Context: an optimization exercise on an open-source flow, tuned for small area. The choices shown serve that exercise and are no tape-out recipe. Only simulation tests tie the RTL to the original design; equivalence was not proved. Power figures rest on the tool's default switching activity, not on a simulated workload.

==> flow/design.v (excerpt) <==
module max_heap_priority_queue #(
  parameter int unsigned CAPACITY = 128
) (
  input  logic                clk_i,
  input  logic                rst_ni,
  input  logic                start,
  output logic                busy,
  input  logic [32:0]         word_i,
  output logic                done_o,
  output logic [41:0]         result_o
);
export LEC_CHECK = 0
export CAP_MARGIN = 20
export CORE_MARGIN = 2
export CORE_UTILIZATION = 65
export SLEW_MARGIN = 20
create_clock -name core_clock -period 12.0 [get_ports {clk_i}]
standard.sh (not shown) runs the stock make flow with config.mk's settings and CLKGATE_MAP_FILE= SYNTH_SCRIPT=/design/flow/synth_recipe.tcl, a recipe that flattens the netlist after the stock synthesis.
==> flow/flow/run.sh <==
#!/bin/bash
# The standard layout (standard.sh) with two changes passed through ORFS's own
# variables: the port buffers use the smallest buffer cell, and clock tree
# synthesis uses clkbuf_8 leaf clusters without dummy loads.
set -euo pipefail
export BUFFER_PORTS_ARGS="-buffer_cell sky130_fd_sc_hd__buf_1"
export CTS_ARGS="-sink_clustering_enable -repair_clock_nets -dont_use_dummy_load -buf_list sky130_fd_sc_hd__clkbuf_8 -sink_clustering_size 21 -sink_clustering_max_diameter 60"
bash standard.sh finish > standard_flow.log 2>&1
Rerun with:
--- a/flow/flow/run.sh
+++ b/flow/flow/run.sh
@@ -7 +7 @@
-export CTS_ARGS="-sink_clustering_enable -repair_clock_nets -dont_use_dummy_load -buf_list sky130_fd_sc_hd__clkbuf_8 -sink_clustering_size 21 -sink_clustering_max_diameter 60"
+export CTS_ARGS="-sink_clustering_enable -repair_clock_nets -dont_use_dummy_load -buf_list sky130_fd_sc_hd__clkbuf_8 -sink_clustering_size 20 -sink_clustering_max_diameter 60"
The new run produced a clean layout; flip-flop and latch count is unchanged; clock power goes up by about 2%; clock skew rises by 5.7 ps.

---

## build 12
Another version of the RTL of max_heap_priority_queue (not shown whole).
For scale: about 4000 cells after synthesis, roughly 80 I/O pins, roughly 0.075 mm^2 of cells after synthesis.
export LEC_CHECK = 0
export CAP_MARGIN = 20
export CORE_MARGIN = 2
export CORE_UTILIZATION = 40
export CTS_BUF_LIST = sky130_fd_sc_hd__clkbuf_8
export CTS_CLUSTER_DIAMETER = 60
export CTS_CLUSTER_SIZE = 20
export SLEW_MARGIN = 20
create_clock -name core_clock -period 12.0 [get_ports {clk_i}]
run.sh (not shown) runs the stock make flow with config.mk's settings and CLKGATE_MAP_FILE= SYNTH_SCRIPT=/design/flow/synth_recipe.tcl, a recipe that flattens the netlist after the stock synthesis.
Stock flow here: none of the scripts above is used.
Here is what was changed in the inputs of build 94 compared with build 12.
- removing CTS_BUF_LIST (formerly sky130_fd_sc_hd__clkbuf_8)
- changing CORE_UTILIZATION from 40 to 72
- removing CTS_CLUSTER_SIZE (formerly 20)
- removing CTS_CLUSTER_DIAMETER (formerly 60)
==> flow/flow/run.sh (new file) <==
#!/bin/bash
# The standard layout (standard.sh) with two changes passed through ORFS's own
# variables: the port buffers use the smallest buffer cell, and clock tree
# synthesis uses clkbuf_8 leaf clusters without dummy loads.
set -euo pipefail
export BUFFER_PORTS_ARGS="-buffer_cell sky130_fd_sc_hd__buf_1"
export CTS_ARGS="-sink_clustering_enable -repair_clock_nets -dont_use_dummy_load -buf_list sky130_fd_sc_hd__clkbuf_8 -sink_clustering_size 20 -sink_clustering_max_diameter 60"
bash standard.sh finish > standard_flow.log 2>&1
==> flow/standard.sh (new file) <==
#!/bin/bash
# synth_recipe.tcl (not shown) runs the flow's synth.tcl, then flattens the netlist and writes it again
# the make line also repeats each setting of config.mk as NAME=value (left out here)
make -C /OpenROAD-flow-scripts/flow DESIGN_CONFIG=/design/flow/config.mk WORK_HOME=/design/flow/orfs CLKGATE_MAP_FILE= SYNTH_SCRIPT=/design/flow/synth_recipe.tcl "${@:-finish}"
removed: flow/run.sh
--- outcome ---
Reported for build 94 and build 12, layout inverter count without the clock tree turned out identical to the last digit.
Instance count after placement with tap cells included, build 94 vs build 12: down by more than 10%
Across both runs, total power of the final layout was lower for build 94 than for build 12.
Setup changes, build 94 to build 63
- CTS_CLUSTER_DIAMETER newly set to 60
- CTS_BUF_LIST newly set to sky130_fd_sc_hd__clkbuf_8
- CORE_UTILIZATION changed from 72 to 80
- CTS_CLUSTER_SIZE newly set to 20
==> flow/run.sh (new file) <==
#!/bin/bash
# synth_recipe.tcl (not shown) runs the flow's synth.tcl, then flattens the netlist and writes it again
# the make line also repeats each setting of config.mk as NAME=value (left out here)
make -C /OpenROAD-flow-scripts/flow DESIGN_CONFIG=/design/flow/config.mk WORK_HOME=/design/flow/orfs CLKGATE_MAP_FILE= SYNTH_SCRIPT=/design/flow/synth_recipe.tcl finish
removed: flow/flow/run.sh
removed: flow/standard.sh
- Build 63 and build 94 ended up with nearly the same area share of xor/xnor cells in the synthesized design.
- As far as post-synthesis average cell area goes, build 94 and build 63 are indistinguishable; the numbers are identical.
- Build 63 vs build 94, initial standard-cell utilization of the core went up by 8.1 points.
- Vertical die dimension (build 63 vs. build 94) decreases by a few percent
- As far as synthesized cell count goes, build 94 and build 63 are indistinguishable; the numbers are identical.
- Re number of I/O port buffers: no difference whatsoever between build 94 and build 63.
- Compared with build 94, build 63 shows a global placer's final weighted congestion that is 3.8% higher.
- What build 63 reported for width of the die has to be multiplied by 1.05 to get the figure for build 94.
- Build 63 | ERROR | detailed placement
Here is what was changed in the inputs of build 44 compared with build 63.
- a change of CORE_UTILIZATION from 80 to 65
==> comparison <==
- Of build 44 and build 63, only build 63 fails to reach the end of the flow.
- Build 44 -> build 63: number of distinct library cells after synthesis delta 0, exact match
- Number of synthesized flops with an enable pin came out exactly the same in build 44 and build 63.
- Between build 44 and build 63, the async set-or-reset flop fraction in the synthesized netlist does not differ in any meaningful way.
- [build 44] width of the die rose about 11% relative to build 63
- Build 44 vs build 63: routability-driven placement congestion ratio down by a few percent
- Taking build 63 as the reference, in build 44 total standard cell area after synthesis level, number of placement rows moved up, I/O pin total level, initial standard-cell utilization of the core moved down.

-- re-timing with driven ports --
In the flow no input, the clock included, has a driving cell. The finished layouts below were timed again as built, in two steps. Step 1 (the two cells are an assumption about what drives the block):
set clk [get_ports {clk_i}]
set_driving_cell -lib_cell sky130_fd_sc_hd__clkbuf_16 $clk
set_driving_cell -lib_cell sky130_fd_sc_hd__buf_2 [delete_from_list [all_inputs] $clk]
Step 2 times the ports against the registers' clock, not the clock port: input delays grow and output delays shrink by t, the midpoint of the rising clock arrivals with the driver on. Slacks: ideal / step 1 / step 2; pairs: ideal / step 1.
run | shift t [ns] | setup slack, ns | worst data-port slew with drivers (ns)
the first run of note 1 | 0.882 | 6.325 / 6.255 / 7.137 | 0.11
the second run of note 1 | 0.888 | 6.313 / 6.242 / 7.130 | 0.11
build 12 | 0.994 | 5.932 / 5.853 / 6.846 | 0.12
build 94 | 0.918 | 6.374 / 6.307 / 7.226 | 0.10
build 44 | 0.917 | 5.912 / 5.843 / 6.761 | 0.11
After both steps setup and hold are still met in every run listed.
